Source: an optimization exercise on an open RTL-to-GDS flow (aim: small area, a short achievable clock period and few clock cycles per item). Production flows keep margins and buffers that such runs may drop.
The RTL was checked by simulation tests, not by an equivalence proof against the original design.

File: config.mk
export PLATFORM = sky130hd
export DESIGN_NAME = isr_core
export DESIGN_NICKNAME = isr_core
export VERILOG_FILES = /design/flow/design.v
export SDC_FILE = /design/flow/constraint.sdc
export NUM_CORES = 4
export LEC_CHECK = 0
export CAP_MARGIN = 20
export CORE_MARGIN = 2
export CORE_UTILIZATION = 30
export SETUP_SLACK_MARGIN = 1.0
export SLEW_MARGIN = 20
File: constraint.sdc
create_clock -name core_clock -period 5.0 [get_ports {clk}]
set_input_delay 1.0000 -clock core_clock [delete_from_list [all_inputs] [get_ports {clk}]]
set_output_delay 1.0000 -clock core_clock [all_outputs]
set_load 0.01 [all_outputs]
File: design.v
package isr_pkg;
    localparam int DATA_WID = 256;
    localparam int ROOT_WID = DATA_WID / 2;
    localparam int RES_WID  = ROOT_WID + 3;
endpackage
module isr_step #(
    parameter int ROOT_WID = isr_pkg::ROOT_WID,
    parameter int RES_WID  = isr_pkg::RES_WID
) (
    input  logic [RES_WID-1:0]  ys,
    input  logic [RES_WID-1:0]  yc,
    input  logic [1:0]          pin,      
    input  logic [ROOT_WID-1:0] q,
    input  logic [ROOT_WID-1:0] qm,
    input  logic [RES_WID-1:0]  mark,
    input  logic                hold,     
    input  logic [RES_WID-1:0]  mark_nx,  
    input  logic [5:0]          sbc_in,   
    input  logic [3:0]          ld_top,   
    output logic [5:0]          sbc_out,  
    output logic [1:0]          sbc_ld,   
    input  logic [3:0]          pos_in,   
    input  logic [3:0]          neg_in,   
    output logic [RES_WID-1:0]  ys_next,
    output logic [RES_WID-1:0]  yc_next,
    output logic [ROOT_WID-1:0] q_next,
    output logic [ROOT_WID-1:0] qm_next,
    output logic [3:0]          pos_next,  
    output logic [3:0]          neg_next   
);
    localparam int T = RES_WID - 1;      
    function automatic logic [1:0] sel(input logic [4:0] s5, input logic [4:0] c5);
        logic [4:0] p;
        logic [4:0] g;
        logic       c4;
        p  = s5 ^ c5;
        g  = s5 & c5;
        c4 = g[3] | (p[3] & (g[2] | (p[2] & (g[1] | (p[1] & g[0])))));
        sel[1] = !(p[4] ^ c4);
        sel[0] = (p[4] ^ c4) && (p != 5'h1f);
    endfunction
    function automatic logic [1:0] sel_after(input logic [5:0] a6, input logic [5:0] b6,
                                             input logic [5:0] o6);
        logic [4:0] s5;
        logic [4:0] c5;
        s5 = a6[5:1] ^ b6[5:1] ^ o6[5:1];
        c5 = (a6[4:0] & b6[4:0]) | (a6[4:0] & o6[4:0]) | (b6[4:0] & o6[4:0]);
        sel_after = sel(s5, c5);
    endfunction
    logic [RES_WID-1:0]  u_a, u_b;
    logic                pos_a, neg_a, zer_a, pos_b, neg_b, zer_b;
    logic [1:0]          sb_pos, sb_neg, sb_zero, sn_pos, sn_neg, sn_zero;
    logic [RES_WID-1:0]  q2, qm2;
    logic [RES_WID-1:0]  a2_a, b2_a, fp_a, fn_a, op_a, ys_a, yc_a;
    logic [RES_WID-1:0]  a2_b, b2_b, fp_b, fn_b, op_b;
    logic [ROOT_WID-1:0] q_a, qm_a;
    logic                sel_q, sel_qm, v_qa, v_qma;
    logic [RES_WID-1:0]  pv_a, nv_a;    
    logic                zz_b;
    logic [RES_WID-1:0]  ua_n;
    logic [6:0]          opb_k;
    logic [5:0]          ysn_k, ycn_k, opa_p, opa_n;
    logic [3:0]          qn_k, qmn_k;
    logic [1:0]          c_k [3][3];    
    always_comb begin
        u_a = mark >> 1;
        u_b = mark >> 2;
        q2  = {2'b00, q,  1'b0};
        qm2 = {2'b00, qm, 1'b0};
        pos_a = pos_in[0] && !hold;
        neg_a = neg_in[0] && !hold;
        for (int i = 0; i < RES_WID; i++) begin
            pv_a[i] = pos_in[i * 4 / RES_WID] && !hold;
            nv_a[i] = neg_in[i * 4 / RES_WID] && !hold;
        end
        zer_a = !hold && !pos_a && !neg_a;
        a2_a = {ys[T-1:0], pin[1]};
        b2_a = {yc[T-1:0], 1'b0};
        fp_a = q2 | u_a;
        fn_a = qm2 | mark | u_a;
        op_a = (pv_a & ~fp_a) | (nv_a & fn_a);
        ys_a = a2_a ^ b2_a ^ op_a;
        yc_a = {(a2_a[T-1:0] & b2_a[T-1:0]) | (a2_a[T-1:0] & op_a[T-1:0]) |
                (b2_a[T-1:0] & op_a[T-1:0]), pos_a};
        for (int i = 0; i < ROOT_WID; i++) begin
            q_a[i]  = (nv_a[i] ? qm[i] : q[i])  | ((pv_a[i] || nv_a[i]) & u_a[i]);
            qm_a[i] = (pv_a[i] ? q[i]  : qm[i]) | (zer_a & u_a[i]);
        end
        sb_pos  = sbc_in[5:4];
        sb_neg  = sbc_in[3:2];
        sb_zero = sbc_in[1:0];
        pos_b = (pos_a & sb_pos[1]) | (neg_a & sb_neg[1]) | (zer_a & sb_zero[1]);
        neg_b = (pos_a & sb_pos[0]) | (neg_a & sb_neg[0]) | (zer_a & sb_zero[0]);
        zer_b = !hold && !pos_b && !neg_b;
        a2_b = {ys_a[T-1:0], pin[0]};
        b2_b = {yc_a[T-1:0], 1'b0};
        fp_b = {2'b00, q_a,  1'b0} | u_b;
        fn_b = {2'b00, qm_a, 1'b0} | u_a | u_b;
        op_b = ({RES_WID{pos_b}} & ~fp_b) | ({RES_WID{neg_b}} & fn_b);
        ys_next = a2_b ^ b2_b ^ op_b;
        yc_next = {(a2_b[T-1:0] & b2_b[T-1:0]) | (a2_b[T-1:0] & op_b[T-1:0]) |
                   (b2_b[T-1:0] & op_b[T-1:0]), pos_b};
        sn_pos  = sel_after(a2_b[T -: 6], b2_b[T -: 6], ~fp_b[T -: 6]);
        sn_neg  = sel_after(a2_b[T -: 6], b2_b[T -: 6], fn_b[T -: 6]);
        sn_zero = sel_after(a2_b[T -: 6], b2_b[T -: 6], 6'd0);
        zz_b = !pos_b && !neg_b;
        if (pos_b)      {pos_next[0], neg_next[0]} = sn_pos;
        else if (neg_b) {pos_next[0], neg_next[0]} = sn_neg;
        else            {pos_next[0], neg_next[0]} = sn_zero;
        if (neg_b)      {pos_next[1], neg_next[1]} = sn_neg;
        else if (pos_b) {pos_next[1], neg_next[1]} = sn_pos;
        else            {pos_next[1], neg_next[1]} = sn_zero;
        pos_next[2] = (pos_b & sn_pos[1]) | (neg_b & sn_neg[1]) | (zz_b & sn_zero[1]);
        neg_next[2] = (pos_b & sn_pos[0]) | (neg_b & sn_neg[0]) | (zz_b & sn_zero[0]);
        pos_next[3] = !((pos_b & !sn_pos[1]) | (neg_b & !sn_neg[1]) | (zz_b & !sn_zero[1]));
        neg_next[3] = !((pos_b & !sn_pos[0]) | (neg_b & !sn_neg[0]) | (zz_b & !sn_zero[0]));
        ua_n = mark_nx >> 1;
        for (int k = 0; k < 3; k++) begin
            case (k)
                0:       opb_k = ~fp_b[T-1 -: 7];
                1:       opb_k = fn_b[T-1 -: 7];
                default: opb_k = '0;
            endcase
            ysn_k = a2_b[T-1 -: 6] ^ b2_b[T-1 -: 6] ^ opb_k[6:1];
            ycn_k = (a2_b[T-2 -: 6] & b2_b[T-2 -: 6]) | (a2_b[T-2 -: 6] & opb_k[5:0]) |
                    (b2_b[T-2 -: 6] & opb_k[5:0]);
            case (k)
                0: begin
                    qn_k  = q_a[ROOT_WID-1 -: 4] | u_b[ROOT_WID-1 -: 4];
                    qmn_k = q_a[ROOT_WID-1 -: 4];
                end
                1: begin
                    qn_k  = qm_a[ROOT_WID-1 -: 4] | u_b[ROOT_WID-1 -: 4];
                    qmn_k = qm_a[ROOT_WID-1 -: 4];
                end
                default: begin
                    qn_k  = q_a[ROOT_WID-1 -: 4];
                    qmn_k = qm_a[ROOT_WID-1 -: 4] | ({4{!hold}} & u_b[ROOT_WID-1 -: 4]);
                end
            endcase
            opa_p = ~({2'b00, qn_k} | ua_n[T -: 6]);
            opa_n = {2'b00, qmn_k} | mark_nx[T -: 6] | ua_n[T -: 6];
            c_k[k][0] = sel_after(ysn_k, ycn_k, opa_p);
            c_k[k][1] = sel_after(ysn_k, ycn_k, opa_n);
            c_k[k][2] = sel_after(ysn_k, ycn_k, 6'd0);
        end
        for (int x = 0; x < 3; x++) begin
            if (pos_b)      sbc_out[5-2*x -: 2] = c_k[0][x];
            else if (neg_b) sbc_out[5-2*x -: 2] = c_k[1][x];
            else            sbc_out[5-2*x -: 2] = c_k[2][x];
        end
        sbc_ld = sel_after({2'b00, ld_top}, 6'd0, 6'b111011);
        sel_q   = neg_b ? !pos_a : neg_a;
        sel_qm  = pos_b ? !neg_a : pos_a;
        v_qa    = neg_b ? zer_a : (pos_a || neg_a);
        v_qma   = pos_b ? (pos_a || neg_a) : zer_a;
        q_next  = (sel_q  ? qm : q) | ({ROOT_WID{v_qa}}  & u_a[ROOT_WID-1:0]) |
                  ({ROOT_WID{pos_b || neg_b}} & u_b[ROOT_WID-1:0]);
        qm_next = (sel_qm ? q : qm) | ({ROOT_WID{v_qma}} & u_a[ROOT_WID-1:0]) |
                  ({ROOT_WID{zer_b}} & u_b[ROOT_WID-1:0]);
    end
endmodule
module isr_assim #(
    parameter int WID = isr_pkg::RES_WID,
    parameter int BLK = 16
) (
    input  logic [WID-1:0] x,
    input  logic [WID-1:0] y,
    output logic [WID-1:0] blk_sum,
    output logic [WID-1:0] blk_cy,
    output logic [WID-1:0] prop
);
    localparam int NBLK = (WID + BLK - 1) / BLK;
    logic [NBLK:0] cin;      
    logic [NBLK-1:0] bg;     
    logic [NBLK-1:0] bp;     
    localparam int NL = $clog2(NBLK);
    logic [NBLK-1:0] pg [NL+1];
    logic [NBLK-1:0] pp [NL+1];
    assign pg[0] = bg;
    assign pp[0] = bp;
    for (genvar l = 0; l < NL; l++) begin : g_lvl
        for (genvar b = 0; b < NBLK; b++) begin : g_b
            if (b >= (1 << l)) begin : g_op
                assign pg[l+1][b] = pg[l][b] | (pp[l][b] & pg[l][b - (1 << l)]);
                assign pp[l+1][b] = pp[l][b] & pp[l][b - (1 << l)];
            end else begin : g_pass
                assign pg[l+1][b] = pg[l][b];
                assign pp[l+1][b] = pp[l][b];
            end
        end
    end
    assign cin[0] = 1'b0;
    for (genvar b = 0; b < NBLK; b++) begin : g_blk
        localparam int LO = b * BLK;
        localparam int W  = (LO + BLK <= WID) ? BLK : WID - LO;
        logic         co;
        logic [W-1:0] lower_ones;    
        isr_bkadd #(
            .WID (W)
        ) u_add (
            .x    (x[LO +: W]),
            .y    (y[LO +: W]),
            .s    (blk_sum[LO +: W]),
            .cout (co)
        );
        if (LO + W < WID) begin : g_cy
            assign blk_cy[LO + W] = co;
            if (W > 1) begin : g_z
                assign blk_cy[LO + W - 1 -: W - 1] = '0;
            end
            assign cin[b+1] = pg[NL][b];
        end else begin : g_top
            if (W > 1) begin : g_z
                assign blk_cy[WID-1 -: W - 1] = '0;
            end
            assign cin[b+1] = 1'b0;
        end
        if (LO + W < WID) begin : g_bg
            assign bg[b] = y[LO + W];
        end else begin : g_bg_top
            assign bg[b] = 1'b0;
        end
        assign bp[b] = &x[LO +: W];
        assign lower_ones[0] = 1'b1;
        for (genvar i = 1; i < W; i++) begin : g_ones
            assign lower_ones[i] = &x[LO +: i];
        end
        assign prop[LO +: W] = x[LO +: W] ^ ({W{cin[b]}} & lower_ones);
    end
    assign blk_cy[0] = 1'b0;
endmodule
module isr_bkadd #(
    parameter int WID = 16
) (
    input  logic [WID-1:0] x,
    input  logic [WID-1:0] y,
    output logic [WID-1:0] s,
    output logic           cout
);
    localparam int LV = (WID < 2) ? 1 : $clog2(WID);
    localparam int N  = 1 << LV;
    localparam int NS = 2 * LV;          
    logic [N-1:0] g0;
    logic [N-1:0] p0;
    assign g0 = N'(x & y);
    assign p0 = N'(x ^ y);
    for (genvar st = 1; st < NS; st++) begin : g_stage
        localparam int L  = (st <= LV) ? st - 1 : 2 * LV - 1 - st;
        localparam bit UP = (st <= LV);
        logic [N-1:0] gi, pi, go, po;
        if (st == 1) begin : g_first
            assign gi = g0;
            assign pi = p0;
        end else begin : g_next
            assign gi = g_stage[st-1].go;
            assign pi = g_stage[st-1].po;
        end
        for (genvar i = 0; i < N; i++) begin : g_bit
            if (( UP && (i + 1) % (2 << L) == 0) ||
                (!UP && (i + 1) % (2 << L) == (1 << L) && i >= (2 << L))) begin : g_op
                assign go[i] = gi[i] | (pi[i] & gi[i-(1<<L)]);
                assign po[i] = pi[i] & pi[i-(1<<L)];
            end else begin : g_pass
                assign go[i] = gi[i];
                assign po[i] = pi[i];
            end
        end
    end
    assign s    = x ^ y ^ {g_stage[NS-1].go[WID-2:0], 1'b0};
    assign cout = g_stage[NS-1].go[WID-1];
endmodule
module isr_core #(
    parameter  int DATA_WID = isr_pkg::DATA_WID,
    localparam int ROOT_WID = DATA_WID / 2,
    localparam int RES_WID  = ROOT_WID + 3
) (
    input  logic                clk,
    input  logic                rst,
    input  logic [DATA_WID-1:0] a,
    input  logic                clken,
    input  logic                calcen,
    output logic                busy,
    output logic                done,
    output logic [ROOT_WID-1:0] root,
    output logic [ROOT_WID:0]   rem
);
    localparam int BLK = 8;  
    logic [RES_WID-1:0]  ys;
    logic [RES_WID-1:0]  yc;
    logic [ROOT_WID-1:0] pend;
    logic [ROOT_WID-1:0] qm;
    logic [3:0]          dpos;       
    logic [3:0]          dneg;
    logic                run;
    logic                add1;       
    logic                add2;       
    logic                fix;        
    logic                denorm;
    logic                skip;       
    logic                skip_half;
    logic [6:0]          cnt;
    logic [7:0]          cnt_lo;     
    logic [15:0]         cnt_hi;     
    logic                at0;        
    logic                at1;        
    logic [5:0]          nsh;
    logic                calcen_d;
    logic                done_seen;
    logic                armed;
    logic                idle;
    logic                start;
    logic                last;
    logic                neg_res;
    logic                finish;
    logic [RES_WID-1:0]  mark;
    logic [RES_WID-1:0]  blk_sum;
    logic [RES_WID-1:0]  blk_cy;
    logic [RES_WID-1:0]  prop;
    logic [RES_WID-1:0]  ys_b, yc_b, ys_other, ys_nx;
    logic [ROOT_WID-1:0] q_b, qm_b, root_other, root_nx;
    logic [3:0]          pos_n, neg_n;
    logic [5:0]          sbc;        
    logic [5:0]          sbc_n;
    logic [1:0]          sbc_ld;
    logic [RES_WID-1:0]  mark_nx;
    assign rem = ys[ROOT_WID:0];
    always_comb begin
        for (int i = 0; i < RES_WID; i++) begin
            if (i == ROOT_WID)
                mark[i] = at0;
            else if (i == ROOT_WID - 2)
                mark[i] = at1;
            else if (i % 2 == 0 && i < ROOT_WID)
                mark[i] = cnt_lo[((ROOT_WID - i) / 2) % 8] && cnt_hi[((ROOT_WID - i) / 2) / 8];
            else
                mark[i] = 1'b0;
        end
    end
    isr_assim #(
        .WID (RES_WID),
        .BLK (BLK)
    ) u_assim (
        .x       (ys),
        .y       (yc),
        .blk_sum (blk_sum),
        .blk_cy  (blk_cy),
        .prop    (prop)
    );
    always_comb begin
        idle    = !busy && !done;
        start   = calcen && !calcen_d && armed && idle && !done_seen;
        last    = (cnt[5:0] == ~nsh);
        neg_res = prop[RES_WID-1];
        mark_nx = (run && !skip) ? mark >> 2 : mark;
    end
    isr_step #(
        .ROOT_WID (ROOT_WID),
        .RES_WID  (RES_WID)
    ) u_step (
        .ys       (ys),
        .yc       (yc),
        .pin      (pend[ROOT_WID-1 -: 2]),
        .q        (root),
        .qm       (qm),
        .mark     (mark),
        .hold     (skip || !run),
        .mark_nx  (mark_nx),
        .sbc_in   (sbc),
        .ld_top   (a[DATA_WID-1 -: 4]),
        .sbc_out  (sbc_n),
        .sbc_ld   (sbc_ld),
        .pos_in   (dpos),
        .neg_in   (dneg),
        .ys_next  (ys_b),
        .yc_next  (yc_b),
        .q_next   (q_b),
        .qm_next  (qm_b),
        .pos_next (pos_n),
        .neg_next (neg_n)
    );
    always_ff @(posedge clk) begin
        if (!busy) pend <= a[ROOT_WID-1:0];
        else       pend <= pend << 2;
    end
    always_ff @(posedge clk) begin
        qm <= qm_b;
        if (!busy) begin
            yc   <= '0;
            dpos <= '1;
            dneg <= '0;
            sbc  <= {sbc_ld, sbc_ld, sbc_ld};
        end else begin
            dpos <= pos_n;
            dneg <= neg_n;
            sbc  <= sbc_n;
            if (run)       yc <= yc_b;
            else if (add1) yc <= blk_cy;
            else           yc <= {qm, 1'b0} | mark;
        end
    end
    always_comb begin
        finish = 1'b0;
        if (add2)   finish = (fix || !neg_res) && nsh == 6'd0;
        if (denorm) finish = nsh == 6'd1;
    end
    always_comb begin
        ys_other   = ys;
        root_other = root;
        if (start) begin
            ys_other   = {{(RES_WID-ROOT_WID){1'b0}}, a[DATA_WID-1:ROOT_WID]};
            root_other = '0;
        end
        if (add1) ys_other = blk_sum;
        if (add2) ys_other = prop;
        if (add1 && fix) root_other = qm;     
        if (denorm) begin
            ys_other   = ys >> 2;
            root_other = root >> 2;
        end
        ys_nx   = run ? ys_b : ys_other;
        root_nx = run ? q_b  : root_other;
    end
    always_ff @(posedge clk or posedge rst) begin
        if (rst) begin
            ys        <= '0;
            root      <= '0;
            run       <= 1'b0;
            add1      <= 1'b0;
            add2      <= 1'b0;
            fix       <= 1'b0;
            denorm    <= 1'b0;
            skip      <= 1'b0;
            skip_half <= 1'b0;
            cnt       <= '0;
            cnt_lo    <= '0;
            cnt_hi    <= '0;
            at0       <= 1'b0;
            at1       <= 1'b0;
            nsh       <= '0;
            calcen_d  <= 1'b0;
            done_seen <= 1'b0;
            armed     <= 1'b0;
            busy      <= 1'b0;
            done      <= 1'b0;
        end else begin
            ys       <= ys_nx;
            root     <= root_nx;
            calcen_d <= calcen;
            armed    <= 1'b1;
            done     <= 1'b0;
            if (done) done_seen <= 1'b1;
            if (!busy) begin
                skip      <= 1'b0;
                skip_half <= 1'b0;
                cnt       <= '0;
                cnt_lo    <= 8'd1;
                cnt_hi    <= 16'd1;
                at0       <= 1'b1;
                at1       <= 1'b0;
                nsh       <= '0;
                fix       <= 1'b0;
            end
            if (idle) begin
                if (clken) done_seen <= 1'b0;
                if (start) begin
                    busy <= 1'b1;
                    run  <= 1'b1;
                    skip <= a[DATA_WID-1 -: 4] == 4'd0;
                end
            end
            if (run) begin
                if (skip) begin
                    skip_half <= !skip_half;
                    if (skip_half) begin
                        nsh  <= nsh + 1'b1;
                        skip <= ys[ROOT_WID-3 -: 4] == 4'd0 && nsh != 6'h3e;
                    end
                end else begin
                    cnt    <= cnt + 1'b1;
                    cnt_lo <= {cnt_lo[6:0], cnt_lo[7]};
                    if (cnt_lo[7]) cnt_hi <= {cnt_hi[14:0], cnt_hi[15]};
                    at0  <= 1'b0;
                    at1  <= at0;
                    if (last) begin
                        run  <= 1'b0;
                        add1 <= 1'b1;
                    end
                end
            end
            if (add1) begin
                add1 <= 1'b0;
                add2 <= 1'b1;
            end
            if (add2) begin
                add2 <= 1'b0;
                if (!fix && neg_res) begin
                    fix  <= 1'b1;
                    add1 <= 1'b1;
                end else if (nsh != 6'd0) begin
                    denorm <= 1'b1;
                end
            end
            if (denorm) begin
                nsh  <= nsh - 1'b1;
                if (nsh == 6'd1) denorm <= 1'b0;
            end
            if (finish) begin
                busy <= 1'b0;
                done <= 1'b1;
            end
        end
    end
endmodule
File: flow/run.sh
#!/bin/bash
# The standard layout (the standard.sh, all steps) with two options
# changed: no full/half-adder extraction in synthesis (ADDER_MAP_FILE empty),
# so ABC maps adders as plain gates, and the port buffers that placement
# inserts on every input and output are the small buf_1 (the resizer still
# sizes them as timing needs). Registers are untouched by either.
set -euo pipefail
bash standard.sh ADDER_MAP_FILE= "BUFFER_PORTS_ARGS=-buffer_cell sky130_fd_sc_hd__buf_1" finish > standard_make.log 2>&1
File: standard.sh
#!/bin/bash
# synth_recipe.tcl (not shown) runs the flow's synth.tcl, then flattens the netlist and writes it again
# the make line also repeats each setting of config.mk as NAME=value (left out here)
make -C /OpenROAD-flow-scripts/flow DESIGN_CONFIG=/design/flow/config.mk WORK_HOME=/design/flow/orfs CLKGATE_MAP_FILE= SYNTH_SCRIPT=/design/flow/synth_recipe.tcl "${@:-finish}"
==> results of run 1 <==
-- logic make-up after synthesis --
kind of cell	Yosys count	synth area share, %
buffers and inverters	764	5.249
other	1	0.006781
AO/OA/AOI/OAI	2174	26.23
XOR/XNOR	748	12.37
flip-flops	710	28.50
AND/OR/NAND/NOR	2282	17.59
multiplexers	185	3.685
adder cells (fa/ha/maj)	351	6.375
-- what timing repair did --
action | 4_1_cts | 5_1_grt
setup endpoints to repair | 49 | 61
buffers inserted | 14 | 15
pin swaps | 2 | 7
resized for setup | 30 | 57
-- cells in the final DEF, fill, tap and decap left out, types with 65 or more instances in the layout --
cell / instances
a22oi_1: 117
clkbuf_16: 94
dfxtp_1: 401
nor2_1: 588
nand2_1: 1117
buf_1: 518
a32o_1: 77
buf_4: 179
nor2b_1: 87
a211oi_1: 77
dfrtp_1: 294
nand3_1: 151
xnor2_1: 578
inv_1: 81
o22ai_1: 149
a31oi_1: 119
a221oi_1: 128
mux2_2: 145
and2_1: 93
nor3_1: 69
xor2_1: 135
maj3_1: 336
o21ai_0: 703
a222oi_1: 65
a21oi_1: 291
-- through the flow --
stage / TNS, ns / utilization, %
6_report: 0 / 34.58
5_1_grt: 0 / 34.57
3_3_place_gp: 0 / 32.51
2_1_floorplan: -34.90 / -
3_5_place_dp: 0 / 32.52
4_1_cts: 0 / 34.38
-- worst max-delay path, cell delays in order (launching register included) --
cell,delay (ns)
dfrtp_4,0.52
buf_4,0.29
nor4b_2,0.65
a21oi_1,0.14
and3_1,0.31
maj3_1,0.56
or2_0,0.32
o21ai_1,0.13
or3b_1,0.35
a211o_1,0.26
and3_1,0.18
o21bai_1,0.15
a31oi_1,0.10
-- registers in the layout, indices dropped and copies added (netlist names), 4 cells and up --
signal / count
sbc: 6
dpos: 4
nsh: 6
cnt: 6
ys: 131
yc: 131
cnt_lo: 8
qm: 128
dneg: 4
cnt_hi: 16
root: 128
pend: 128
-- final cells by class --
type	instances	share of cell area [%]
diodes	10	0.03953
clock buffers	135	4.385
clock inverters	29	0.5217
inverters	86	0.5237
multi-input cells	5741	58.76
flip-flops and latches	710	24.94
well taps	2464	4.870
repair buffers	723	5.955
-- routing by layer --
metal	GRT usage [%]	routed length, microns	share of wire [%]	vias to the layer above
li1	-	-	-	26220
met1	33.52	102400	37	28780
met2	42.77	118800	43	3673
met3	6.906	27550	10	904
met4	23.37	26750	9.7	12
met5	0.2862	80	0.029	-
-- worst paths after layout --
| kind | slack, ns | to |
|---|---|---|
| max in group asynchronous | 3.51 | ys[93] |
| min reg2reg | 0.45 | pend[3] |
| max | 0.91 | sbc[2] |
| min | 0.36 | root[26] |
| min in group core_clock | 0.45 | pend[3] |
| max reg2reg | 0.91 | sbc[2] |
==> results_dict.tcl, run 1 <==
set metrics [dict create \
    clk_pin_slew_worst_paths_ns 0.06 \
    synthTopCellsByCount "nand2_1, o21ai_0, nor2_1" \
    nFillCells 19340 \
    pin_count 519 \
    grt_util_all_layers_pct 28.17 \
    max-cap-violations 0 \
    grt_max_degree 141 \
    htreeDepth 3 \
    placed_cells 9695 \
    finalCritPeriodShare_pct 81.72 \
    critPathLaunchType "register" \
    post_dp_cell_area_sq_um 59530 \
    hold_ws_ns 0.3556 \
    clock_sinks 710 \
    cts_root_buffer "clkbuf_16" \
    hp-class "input pin to async pin" \
    required_ns 5.60 \
    hold_viol_final 0 \
    worst_pin_slew_ns 1.190 \
    max_freq_mhz 244.7 \
    clock_skew_ns 0.04207 \
    yosysTopAreaCellShare_pct 14.52 \
    postRouteAntennaNets 0 \
    syn2layout_area_growth_pct 14.48 \
    core_sq_um 183100 \
    die_h_microns 433.4 \
    die_x_microns 433.4 \
    worst_r2r_path_depth 12 \
    path_class "register to register" \
    period_minus_slack_ns 4.086 \
    syn_area_sq_um 55300 \
    cts_max_path_buffers 3 \
    fin_ws_ns 0.9140 \
    ys.flop_type "dfxtp_1" \
    hpwl_mm 194.7 \
    synth_seq_cells 710 \
    syn_area_per_cell_sq_um 7.665 \
    yosys-top-cells-area "dfxtp_1, dfrtp_1, xnor2_1, nand2_1, o21ai_0" \
    cp_max_fo 16 \
    synth_edf_count 0 \
    ctsHoldBuffers 0 \
    multi_input_area_sq_um 37200 \
    synth.most_common_cell "nand2_1" \
    final_nets 7610 \
    overflow 0 \
    slew_headroom_pct 20.48 \
    cts_buffers 88 \
    yosys_warnings 6 \
    worstSkewPairLatency_ns 0.74 \
    cp.arrival_ns 4.68 \
    finalInstanceArea_sq_um 63310 \
    netlist_instances 7215 \
    fin_cells 9898 \
    ys_seq_area_share_pct 28.50 \
    grt_pass1_wl_mm 394.3 \
    cts_tree "done" \
    die_area_sq_um 187800 \
    grt_pass1_vias 55250 \
    drtIter0Drc 8184 \
    setup_viol 0 \
    worstSetupStartpoint "run" \
    io_buffers 518 \
    syn_nets 7475 \
    end_kind "register" \
    dr.pass1.iters 7 \
    wl_per_cell_microns 27.84 \
    antenna_found_initial 16 \
    drt-total-wl_mm 275.5 \
    drive_gt1_share_pct 9.011 \
    ys_types 104 \
    num_rows 157 \
    slew_violations 0 \
    place_ws_ns 0.5094 \
    gp_congestion 0.9892 \
    vias_per_cell 6.020 \
    grt_setup_unrepaired "true" \
    seq_area_sq_um 15790 \
    r2r-start "run" \
    run_status "complete, no violations" \
    initial_core_util_pct 30.21 \
    async_reset_ff_share_pct 43.52 \
    synth_top_area_cell "dfxtp_1" \
    drc 0 \
    vias 59590 \
]
Testbench counts, summed over its fixed seeds: cycles 17,998, items 256.
==> run 2: changes to the inputs <==
--- a/config.mk
+++ b/config.mk
@@ -8,5 +8,5 @@
 export CAP_MARGIN = 20
 export CORE_MARGIN = 2
-export CORE_UTILIZATION = 30
+export CORE_UTILIZATION = 40
 export SETUP_SLACK_MARGIN = 1.0
 export SLEW_MARGIN = 20
==> run 2 against run 1 <==
Synthesized cell count stayed put; still clean; sequential cell count stayed put; clock-buffer cell count increased by 2; fmax rose by 3.7%; sequential share of layout area increased by 0.43 points; final cell count down 7.1%.
==> results_dict.tcl, run 2 <==
set metrics [dict create \
    cp.arrival_ns 4.54 \
    ys_types 104 \
    htreeDepth 3 \
    yosysTopAreaCellShare_pct 14.52 \
    drt-total-wl_mm 264.4 \
    ys.flop_type "dfxtp_1" \
    cp_slowest_cell "maj3_2" \
    cts_root_buffer "clkbuf_16" \
    fin_cells 9196 \
    num_rows 136 \
    initial_core_util_pct 40.27 \
    vias 60220 \
    grt_util_all_layers_pct 35.88 \
    critPathLaunchType "register" \
    clock_skew_ns 0.04952 \
    slew_violations 0 \
    cp_max_fo 13 \
    slowest_delay_ns 0.47 \
    period_minus_slack_ns 3.939 \
    worstSetupStartpoint "skip" \
    r2r-end "dneg[3]" \
    hold_viol_final 0 \
    cts_buffers 87 \
    synth_top_area_cell "dfxtp_1" \
    io_buffers 518 \
    syn_area_per_cell_sq_um 7.665 \
    crit_chain "buf_6 > nand3b_2 > o32ai_4 > xnor2_2 > maj3_2 > and2_1 > maj3_2 > a31oi_4 > nand3_1 > maj3_2 > mux2_4 > a21bo_1 > a221oi_2" \
    overflow 0 \
    vias_per_cell 6.548 \
    grt_max_degree 159 \
    worstSkewPairLatency_ns 0.73 \
    yosys_warnings 6 \
    slew_headroom_pct 19.69 \
    clock_sinks 710 \
    postRouteAntennaNets 0 \
    die_x_microns 375.8 \
    synth_seq_cells 710 \
    syn2layout_area_growth_pct 12.55 \
    seq_area_sq_um 15790 \
    worst_pin_slew_ns 1.202 \
    clk_pin_slew_worst_paths_ns 0.06 \
    ff2ff_setup_slack_ns 1.06 \
    crit_path_end "dneg[3]" \
    crit_top_cell "maj3_2" \
    ys_seq_area_share_pct 28.50 \
    post_dp_cell_area_sq_um 58670 \
    synth.most_common_cell "nand2_1" \
    gp_congestion 0.9957 \
    cts_max_path_buffers 3 \
    hpwl_mm 175.9 \
    run_status "complete, no violations" \
    required_ns 5.60 \
    worst_r2r_path_depth 13 \
    final_nets 7584 \
    grt_setup_unrepaired "true" \
    yosys-top-cells-area "dfxtp_1, dfrtp_1, xnor2_1, nand2_1, o21ai_0" \
    pin_count 519 \
    path_class "register to register" \
    mostFrequentLayoutCell "nand2_1" \
    netlist_instances 7215 \
    antenna_found_initial 18 \
    reg.largest.list "yc x131, ys x131" \
    grt_pass1_vias 56810 \
    grt_pass1_wl_mm 384.5 \
    syn_nets 7475 \
    end_kind "register" \
    syn_area_sq_um 55300 \
    wl_per_cell_microns 28.76 \
    die_area_sq_um 141300 \
    placed_cells 9002 \
    cts_tree "done" \
    multi_input_area_sq_um 37290 \
    finalCritPeriodShare_pct 78.78 \
    synth_edf_count 0 \
    setup_viol 0 \
    r2r-start "skip" \
    nFillCells 13690 \
    core_sq_um 137300 \
    max-cap-violations 0 \
    drc 0 \
    max_freq_mhz 253.9 \
    drive_gt1_share_pct 8.570 \
    drtIter0Drc 8357 \
    layout_common_cells "nand2_1, o21ai_0, nor2_1, xnor2_1, buf_1" \
    die_h_microns 375.8 \
    dr.pass1.iters 7 \
    hp-class "input pin to async pin" \
    async_reset_ff_share_pct 43.52 \
    finalInstanceArea_sq_um 62240 \
    synthTopCellsByCount "nand2_1, o21ai_0, nor2_1" \
]
==> run 2: cell count changes in the layout (fill, tap and decap cells not counted), moves of 4 or more <==
cell,change
buf_4,-35
clkbuf_1,+12
buf_12,+9
clkbuf_16,-6
diode_2,-6
clkbuf_8,-4
o21ai_1,+4
==> run 2: metal layers <==
metal	GRT usage [%]	up-vias	part of all wire (%)
met5	0	-	0.096
met4	21.06	16	6.6
met3	13.13	854	14
met2	51.78	4186	41
met1	45.60	29050	38
li1	-	26110	-
==> run 2: critical path: cells and delay by family, from the launching register on <==
| family | cells | cell delay (ns) |
|---|---|---|
| AND/OR/NAND/NOR | 3 | 0.75 |
| AO/OA/AOI/OAI | 4 | 0.93 |
| XOR/XNOR | 1 | 0.19 |
| buffers and inverters | 1 | 0.16 |
| adder cells (fa/ha/maj) | 3 | 1.14 |
| multiplexers | 1 | 0.28 |
| flip-flops | 1 | 0.39 |
==> run 2: worst min path at each step <==
stage                   start  cells past startpoint         to  slack, ns
finish                    rst                      2  cnt_hi[8]       0.33
global route              rst                      2   root[16]       0.37
CTS                       rst                      2  cnt_hi[8]       0.32
detailed placement   pend[58]                      1   pend[60]       0.44
global placement     pend[94]                      1   pend[96]       0.44
floorplan           pend[119]                      1  pend[121]       0.43
==> run 2: cell families (layout without fill, tap and decap cells) <==
group	Yosys count	after routing	share of synthesized area (%)
multiplexers	185	185	3.685
other	1	5	0.006781
buffers and inverters	764	944	5.249
AND/OR/NAND/NOR	2282	2284	17.59
AO/OA/AOI/OAI	2174	2174	26.23
flip-flops	710	710	28.50
adder cells (fa/ha/maj)	351	352	6.375
XOR/XNOR	748	748	12.37
==> run 2: final cells by class <==
class / count / share of cell area [%]
inverters: 86 / 0.5327
well taps: 1794 / 3.606
clock inverters: 26 / 0.4744
repair buffers: 695 / 5.886
diodes: 4 / 0.01608
multi-input cells: 5744 / 59.91
flip-flops and latches: 710 / 25.37
clock buffers: 137 / 4.203
==> run 2: per-stage QoR <==
step / hold WS (ns) / setup slack [ns] / setup TNS (ns) / util, %
2_1_floorplan: 0.4329 / -0.1129 / -34.90 / -
3_3_place_gp: 0.4356 / 0.6956 / 0 / 42.72
3_5_place_dp: 0.4394 / 0.6390 / 0 / 42.72
4_1_cts: 0.3211 / 0.9822 / 0 / 44.92
5_1_grt: 0.3660 / 0.9600 / 0 / 45.32
6_report: 0.3344 / 1.061 / 0 / 45.33
==> run 2: repair_timing <==
item                                    in CTS  in global routing
gates resized for setup                     14                 73
cloned                                       1                  2
hold buffers                                 0                  0
pin swaps                                    0                 11
endpoints found under the hold margin        0                  0
buffers inserted                             3                 21
endpoints found under the setup margin      45                 65
==> run 3: changes to the inputs <==
--- a/config.mk
+++ b/config.mk
@@ -9,4 +9,4 @@
 export CORE_MARGIN = 2
 export CORE_UTILIZATION = 40
-export SETUP_SLACK_MARGIN = 1.0
+export SETUP_SLACK_MARGIN = 1.4
 export SLEW_MARGIN = 20
==> run 3 against run 2 <==
Still clean; fmax rose by 4.4%; worst setup slack better by 0.17 ns; die area stayed put; non-clock buffer count rose by 122; clock skew is 0.0088 ns lower; sequential share of layout area shrank 0.62 points; critical path type unchanged.
==> results_dict.tcl, run 3 <==
set metrics [dict create \
    run_status "complete, no violations" \
    num_rows 136 \
    synthTopCellsByCount "nand2_1, o21ai_0, nor2_1" \
    clock_sinks 710 \
    wl_per_cell_microns 28.65 \
    netlist_instances 7215 \
    nFillCells 13500 \
    pin_count 519 \
    die_x_microns 375.8 \
    syn_area_per_cell_sq_um 7.665 \
    max-cap-violations 0 \
    syn2layout_area_growth_pct 15.96 \
    slew_violations 0 \
    drc 0 \
    yosys_warnings 6 \
    gp_congestion 0.9929 \
    path_class "register to register" \
    met3_usage_pct 12.72 \
    worstSkewPairLatency_ns 0.74 \
    finalCritPeriodShare_pct 75.47 \
    hpwl_mm 178.7 \
    synth_seq_cells 710 \
    slowest_delay_ns 0.46 \
    grt_max_degree 170 \
    async_reset_ff_share_pct 43.52 \
    place_ws_ns 0.7689 \
    vias 60930 \
    core_sq_um 137300 \
    grt_util_all_layers_pct 35.95 \
    cp_top_family "XOR/XNOR gates" \
    postRouteAntennaNets 0 \
    hold_viol_final 0 \
    post_dp_cell_area_sq_um 58720 \
    grt_pass1_vias 56800 \
    cts_max_path_buffers 3 \
    cts_tree "done" \
    syn_nets 7475 \
    critPathLaunchType "register" \
    drt-total-wl_mm 267.2 \
    ys_seq_area_share_pct 28.50 \
    crit_buf_inv 3 \
    max_freq_mhz 265.0 \
    synth.most_common_cell "nand2_1" \
    grt_pass1_wl_mm 384.5 \
    overflow 0 \
    cts_buffers 91 \
    cp_max_fo 8 \
    end_kind "register" \
    vias_per_cell 6.533 \
    setup_viol 0 \
    use_met1_pct 45.61 \
    drtIter0Drc 8662 \
    io_buffers 518 \
    htreeDepth 3 \
    layout_common_cells "nand2_1, o21ai_0, nor2_1, xnor2_1, buf_1" \
    drive_gt1_share_pct 12.56 \
    reg.largest.list "yc x131, ys x131" \
    fin_ws_ns 1.227 \
    initial_core_util_pct 40.27 \
    ys.flop_type "dfxtp_1" \
    grt_setup_unrepaired "true" \
    crit_chain "nand3b_1 > buf_6 > o32a_1 > buf_6 > xnor2_4 > maj3_1 > inv_1 > xnor2_2 > xnor2_1 > xnor2_1 > nand4_1 > o21ai_0 > o22ai_1 > a41o_1" \
    syn_area_sq_um 55300 \
    period_minus_slack_ns 3.773 \
    synth_edf_count 0 \
    slew_headroom_pct 17.74 \
    yosysTopAreaCellShare_pct 14.52 \
    worst_pin_slew_ns 1.229 \
    clk_pin_slew_worst_paths_ns 0.06 \
    cts_root_buffer "clkbuf_16" \
    tns_ns 0 \
    clock_skew_ns 0.04073 \
    synth_top_area_cell "dfxtp_1" \
    seq_area_sq_um 15880 \
    mostFrequentLayoutCell "nand2_1" \
    cp_slowest_cell "dfrtp_2" \
    yosys-top-cells-area "dfxtp_1, dfrtp_1, xnor2_1, nand2_1, o21ai_0" \
    top_usage_layer "met2" \
    hp-class "input pin to async pin" \
    die_h_microns 375.8 \
    required_ns 5.63 \
    ctsHoldBuffers 0 \
    die_area_sq_um 141300 \
    multi_input_area_sq_um 38090 \
    finalInstanceArea_sq_um 64130 \
    cp.arrival_ns 4.40 \
    met2_usage_pct 51.51 \
    final_nets 7711 \
    dr.pass1.iters 9 \
    antenna_found_initial 12 \
    ys_types 104 \
]
[run 3: metal layers]
layer  vias up  share of wire (%)
met2      4433                 41
li1      26410                  -
met1     29110                 38
met3       971                 14
met4         8                7.2
met5         -              0.062
[run 3: final cells by class]
cell class / count / area share (%)
multi-input cells: 5745 / 59.39
flip-flops and latches: 710 / 24.75
repair buffers: 817 / 7.201
clock buffers: 140 / 4.183
well taps: 1794 / 3.500
inverters: 86 / 0.5170
clock inverters: 27 / 0.4253
diodes: 7 / 0.02731
[run 3: timing repair]
| action | in CTS | in global routing |
|---|---|---|
| pin swaps | 25 | 73 |
| cloned | 2 | 3 |
| resized for setup | 147 | 199 |
| endpoints found under the setup margin | 131 | 111 |
| buffers inserted | 51 | 77 |
[run 3: worst paths after layout]
kind                       startpoint        end  slack, ns  depth (start not counted)
max                              skip     sbc[4]       1.23                         14
min                               rst  cnt_hi[5]       0.36                          2
max reg2reg                      skip     sbc[4]       1.23                         14
min reg2reg                  pend[86]   pend[88]       0.45                          1
max in group asynchronous         rst        run       3.23                          3
min in group core_clock      pend[86]   pend[88]       0.45                          1
[run 3: cells by family after synthesis]
group | share of synthesized area [%]
XOR/XNOR | 12.37
buffers and inverters | 5.249
AO/OA/AOI/OAI | 26.23
flip-flops | 28.50
AND/OR/NAND/NOR | 17.59
multiplexers | 3.685
other | 0.006781
adder cells (fa/ha/maj) | 6.375
[run 3: metrics by stage]
step	cells	hold WS, ns	utilization [%]
after floorplan	7215	0.4329	-
after global placement	9019	0.4354	42.76
after detailed placement	9019	0.4395	42.76
after CTS	9239	0.3767	45.63
after global routing	9322	0.4035	46.70
final	9326	0.3634	46.70
[run 3: worst register-to-register path: cells and delay by family, from the launching register on]
kind | cells | cell delay (ns)
XOR/XNOR | 4 | 0.99
AO/OA/AOI/OAI | 4 | 0.82
buffers and inverters | 3 | 0.53
flip-flops | 1 | 0.46
adder cells (fa/ha/maj) | 1 | 0.46
AND/OR/NAND/NOR | 2 | 0.40
==> run 4: changes to the inputs <==
--- a/config.mk
+++ b/config.mk
@@ -9,4 +9,4 @@
 export CORE_MARGIN = 2
 export CORE_UTILIZATION = 40
-export SETUP_SLACK_MARGIN = 1.4
+export SETUP_SLACK_MARGIN = 1.2
 export SLEW_MARGIN = 20
==> run 4 against run 3 <==
Clock skew increased by 0.0053 ns; utilization decreased by 0.73 points; fmax is 0.45% lower; worst hold slack lost 0.027 ns; final cell count decreased by 0.86%; design area decreased by 1.6%.
==> results_dict.tcl, run 4 <==
set metrics [dict create \
    die_h_microns 375.8 \
    finalCritPeriodShare_pct 75.81 \
    yosys-top-cells-area "dfxtp_1, dfrtp_1, xnor2_1, nand2_1, o21ai_0" \
    hold_viol_final 0 \
    syn_area_sq_um 55300 \
    hold_ws_ns 0.3368 \
    grt_max_degree 159 \
    synth.most_common_cell "nand2_1" \
    initial_core_util_pct 40.27 \
    fin_ws_ns 1.209 \
    max-cap-violations 0 \
    synthTopCellsByCount "nand2_1, o21ai_0, nor2_1" \
    dr.pass1.iters 9 \
    async_reset_ff_share_pct 43.52 \
    cp_max_fo 7 \
    core_sq_um 137300 \
    slew_violations 0 \
    place_ws_ns 0.6390 \
    path_class "register to register" \
    drc 0 \
    ctsHoldBuffers 0 \
    synth_seq_cells 710 \
    overflow 0 \
    clock_sinks 710 \
    gp_congestion 0.9957 \
    pin_count 519 \
    ys_seq_area_share_pct 28.50 \
    ys.flop_type "dfxtp_1" \
    syn_nets 7475 \
    cts_tree "done" \
    cp.arrival_ns 4.38 \
    run_status "complete, no violations" \
    yosys_warnings 6 \
    grt_util_all_layers_pct 36.00 \
    mostFrequentLayoutCell "nand2_1" \
    hpwl_mm 175.9 \
    reg.largest.list "yc x131, ys x131" \
    yosysTopAreaCellShare_pct 14.52 \
    die_x_microns 375.8 \
    htreeDepth 3 \
    grt_pass1_vias 57100 \
    synth_edf_count 0 \
    final_nets 7635 \
    multi_input_area_sq_um 37710 \
    num_rows 136 \
    antenna_found_initial 17 \
    vias_per_cell 6.530 \
    postRouteAntennaNets 0 \
    setup_viol 0 \
    period_minus_slack_ns 3.791 \
    worst_pin_slew_ns 1.195 \
    netlist_instances 7215 \
    required_ns 5.59 \
    syn_area_per_cell_sq_um 7.665 \
    cts_max_path_buffers 3 \
    drtIter0Drc 8283 \
    io_buffers 518 \
    max_freq_mhz 263.8 \
    drive_gt1_share_pct 10.26 \
    grt_pass1_wl_mm 386.1 \
    ys_types 104 \
    die_area_sq_um 141300 \
    cts_buffers 87 \
    layout_common_cells "nand2_1, o21ai_0, nor2_1, xnor2_1, buf_1" \
    wl_per_cell_microns 28.74 \
    drt-total-wl_mm 265.7 \
    hp-class "input pin to async pin" \
    worstSkewPairLatency_ns 0.72 \
    seq_area_sq_um 15820 \
    synth_top_area_cell "dfxtp_1" \
    syn2layout_area_growth_pct 14.15 \
    nFillCells 13620 \
    clock_skew_ns 0.04607 \
    end_kind "register" \
    cts_root_buffer "clkbuf_16" \
    grt_setup_unrepaired "true" \
    slew_headroom_pct 20.15 \
    tns_ns 0 \
    clk_pin_slew_worst_paths_ns 0.07 \
    critPathLaunchType "register" \
    vias 60370 \
]
## run 4: worst max-delay path: stages (launching register included)
cell      delay, ns
dfrtp_1        0.40
buf_6          0.14
nand3b_4       0.23
o32a_1         0.39
maj3_2         0.43
buf_4          0.19
o21ai_0        0.29
mux2i_1        0.18
nor2_2         0.22
mux2i_1        0.21
and3_1         0.17
a31oi_1        0.05
nor4_1         0.39
o22ai_2        0.15
a41o_1         0.25
## run 4: logic make-up after synthesis
family / count (synthesis) / synth area share [%]
other: 1 / 0.006781
DFF: 710 / 28.50
and+or+nand+nor: 2282 / 17.59
AOI/OAI and AO/OA: 2174 / 26.23
adders and majority gates: 351 / 6.375
xor gates and xnor gates: 748 / 12.37
muxes: 185 / 3.685
buffers and inverters: 764 / 5.249
## run 4: layout make-up
class | count | area share, %
clock buffers | 137 | 4.144
inverters | 86 | 0.5252
well taps | 1794 | 3.556
multi-input cells | 5742 | 59.74
flip-flops and latches | 710 | 25.06
diodes | 3 | 0.01189
clock inverters | 26 | 0.4678
repair buffers | 748 | 6.493
## run 4: stage by stage
step / util [%] / instance area (sq um) / std cells
after floorplan: - / 55310 / 7215
after global placement: 42.72 / 58670 / 9002
after detailed placement: 42.72 / 58670 / 9002
after CTS: 45.31 / 62220 / 9194
after global routing: 45.97 / 63120 / 9244
final: 45.97 / 63130 / 9246
## run 4: final timing paths
kind	slack, ns	to	start	depth (start not counted)
worst max register to register	1.21	sbc[4]	skip	14
worst min register to register	0.44	cnt_hi[11]	cnt_hi[10]	2
worst max-delay path	1.21	sbc[4]	skip	14
worst min-delay path	0.34	root[16]	rst	2
min in group core_clock	0.44	cnt_hi[11]	cnt_hi[10]	2
max in group asynchronous	3.38	ys[13]	rst	4
## run 4: what timing repair did
item	in CTS	in global routing
endpoints found under the setup margin	74	63
cloned	1	0
setup buffers	28	49
gates resized for setup	81	133
pin swaps	17	41
## run 4: metal layers
layer  vias to the layer above  track usage, %  part of all wire (%)
met5                         -               0                 0.032
met4                        12           21.10                   6.6
met3                       890           12.99                    14
met2                      4268           52.12                    41
met1                     28980           45.75                    38
li1                      26220               -                     -

## what the ideal ports hide
How much do the figures lean on ideal ports? The routed layouts below were timed once more, with nothing changed but the port constraints.
Step 1: set_driving_cell puts a clkbuf_16 on clk and a buf_2 on each other input, an assumption about the parent block.
Step 2 moves the port delays by t, midway between the first and last clock arrival at a register: inputs arrive t later, outputs are due t later. That takes back most of the time a late clock gives input paths.
Slacks: ideal ports / drivers / drivers and shift; pairs: ideal ports / drivers.
run	t, ns	setup WS [ns]	worst hold slack (ns)	worst setup path after step 2	pins driven straight from the clock port
run 1	0.801	0.914 / 0.914 / 0.914	0.356 / 0.293 / 0.446	register to register	1
run 2	0.787	1.061 / 1.061 / 1.000	0.334 / 0.273 / 0.438	input to register	1
run 3	0.805	1.227 / 1.227 / 1.227	0.363 / 0.307 / 0.448	register to register	1
run 4	0.786	1.209 / 1.209 / 1.048	0.337 / 0.275 / 0.443	input to register	1
After both steps setup and hold are still met in every run listed. The setup slack of run 4, which loses most, moves by 0.000 ns with the drivers and by -0.161 ns with both steps.
